This design comes from an exercise in tuning for small area on the open sky130 flow, not from production work.
RTL that was checked went through simulation tests only; none was proved equivalent to the original.
Power is estimated from default activity; no workload was simulated.

## indexed_sequence_store_core
module indexed_sequence_store_core (
	input  logic        clk,
	input  logic        arst_n,
	input  logic        req_valid,
	output logic        req_ready,
	input  logic [2:0]  req_type,
	input  logic [4:0]  req_position,
	input  logic [31:0] req_data_in,
	output logic        rsp_valid,
	input  logic        rsp_ready,
	output logic [31:0] rsp_read_data,
	output logic [1:0]  rsp_status,
	output logic [4:0]  rsp_element_count
);
	logic [31:0] mem_q [16];
	logic [3:0]  perm_q [16];
	logic [4:0]  count_q;
	logic        valid_q;
	logic [1:0]  status_q;
	logic        rd_q;
	logic [3:0]  slot_q;
	logic        accept;
	logic        full, empty;
	logic        ins, rem, get, clr, dec;
	logic [1:0]  status_d;
	logic [3:0]  p;
	logic [3:0]  pslot;
	assign req_ready = !valid_q || rsp_ready;
	assign accept    = req_valid && req_ready;
	assign rsp_valid = valid_q;
	assign rsp_status = status_q;
	assign rsp_element_count = count_q;
	assign full  = count_q[4];
	assign empty = (count_q == 5'd0);
	always_comb begin
		ins      = 1'b0;
		rem      = 1'b0;
		get      = 1'b0;
		clr      = 1'b0;
		dec      = 1'b0;
		status_d = 2'd0;
		p        = req_position[3:0];
		case (req_type)
			3'd0: begin
				p = count_q[3:0];
				if (full) status_d = 2'd3; else ins = 1'b1;
			end
			3'd1: begin
				p = 4'd0;
				if (full) status_d = 2'd3; else ins = 1'b1;
			end
			3'd2: begin
  ...
For scale: about 1500 cells after synthesis, ~85 I/O pins, about 23000 sq um of cells after synthesis.
export LEC_CHECK = 0
export CAP_MARGIN = 20
export CORE_MARGIN = 2
export CORE_UTILIZATION = 75
export CTS_BUF_LIST = sky130_fd_sc_hd__clkbuf_8
export CTS_CLUSTER_DIAMETER = 60
export CTS_CLUSTER_SIZE = 20
export PLACE_DENSITY = 0.85
export SLEW_MARGIN = 20
export SYNTH_HIERARCHICAL = 1
export SYNTH_MINIMUM_KEEP_SIZE = 0
create_clock -name core_clock -period 5.0 [get_ports {clk}]
standard.sh (not shown) runs the stock make flow with config.mk's settings and CLKGATE_MAP_FILE= SYNTH_SCRIPT=/design/flow/synth_recipe.tcl, a recipe that flattens the netlist after the stock synthesis.
==> flow/flow/run.sh <==
#!/bin/bash
# Standard layout, with the port buffers made of the smallest buffer cell.
bash standard.sh "BUFFER_PORTS_ARGS=-buffer_cell sky130_fd_sc_hd__buf_1" finish > standard.log 2>&1
The starting point finished with timing, DRC and antenna clean.
Next try:
- CORE_UTILIZATION: 75 -> 60
- PLACE_DENSITY: 0.85 -> 0.75
After rerunning:
- routed wire length decreases by 1.6%
- combinational power stays flat
- power increases by 2.4%
- utilization decreases by 15 points
- sequential share of layout area decreases by 0.90 points
- hold slack is worse by 89 ps
- clock-buffer cell count decreases by 1
- final area increases by 1.3%
- final cell count increases by 6.4%

== the baseline ==
indexed_sequence_store_core, a different RTL version from the one above (not shown whole).
Size in the first run: roughly 590 flip-flops, roughly 85 I/O pins, roughly 23000 µm² of cells after synthesis.
Settings: LEC_CHECK=0, CAP_MARGIN=20, CORE_MARGIN=2, CORE_UTILIZATION=75, CTS_BUF_LIST=sky130_fd_sc_hd__clkbuf_16, CTS_CLUSTER_DIAMETER=70, CTS_CLUSTER_SIZE=28, PLACE_DENSITY=0.85, SLEW_MARGIN=20, SYNTH_HIERARCHICAL=1, SYNTH_MINIMUM_KEEP_SIZE=0; clock period 5.0 ns.
Scripts as last shown in full above: flow/flow/run.sh
#### Input delta (the candidate over the baseline)
Settings: changing CTS_BUF_LIST from sky130_fd_sc_hd__clkbuf_16 to sky130_fd_sc_hd__clkbuf_8; changing CTS_CLUSTER_SIZE from 28 to 20; changing CTS_CLUSTER_DIAMETER from 70 to 60.
[summary]
The design area reported for the candidate is smaller than that of the baseline by 270 µm². Sort the candidate and the baseline by final cell utilization of the core asc -> top: the candidate. Taking the baseline as the reference, in the candidate count of clock-buffer cells in the layout picked up an extra 9, total length of routed met3 wires lost 11%, wire length lost about 3.6%, final count of pins violating max slew neither gained nor lost much, fraction of area in registers picked up an extra 0.75 points. Between the candidate and the baseline, the minimum setup slack in the final design figures differ only marginally. Of the candidate and the baseline, it is the candidate that has the lower first-iteration detailed-routing DRC count. On hold slack, the candidate and the baseline are neck and neck. Minimum period implied by the final worst setup slack delta (the candidate -> the baseline): insignificant.
No functional check of the RTL was part of any run of this note.

[afterwards: timing with drivers on the ports]
How much do the figures lean on ideal ports? The routed layouts below were timed once more, with nothing changed but the port constraints. Step 1 assumes that a clkbuf_16 drives the clock port and a buf_2 every other input. Step 2 moves the port delays by t, midway between the first and last clock arrival at a register: inputs arrive t later, outputs are due t later. That takes back most of the time a late clock gives input paths. Three values: ideal, step 1, step 2; two values: the first two.
run | t, ns | setup WS [ns] | hold WS [ns] | latest minus earliest clock arrival (ns)
the first run of note 1 | 0.634 | 0.761 / 0.712 / 0.600 | 0.495 / 0.472 / 0.560 | 0.046 / 0.046
the second run of note 1 | 0.699 | 0.663 / 0.612 / 0.506 | 0.405 / 0.375 / 0.563 | 0.032 / 0.032
the baseline | 0.634 | 0.574 / 0.522 / 0.568 | 0.537 / 0.537 / 0.537 | 0.021 / 0.020
the candidate | 0.622 | 0.571 / 0.526 / 0.554 | 0.535 / 0.535 / 0.535 | 0.034 / 0.034
After both steps setup and hold are still met in every run listed. The setup slack of the first run of note 1, which loses most, moves by -0.049 ns with the drivers and by -0.161 ns with both steps.
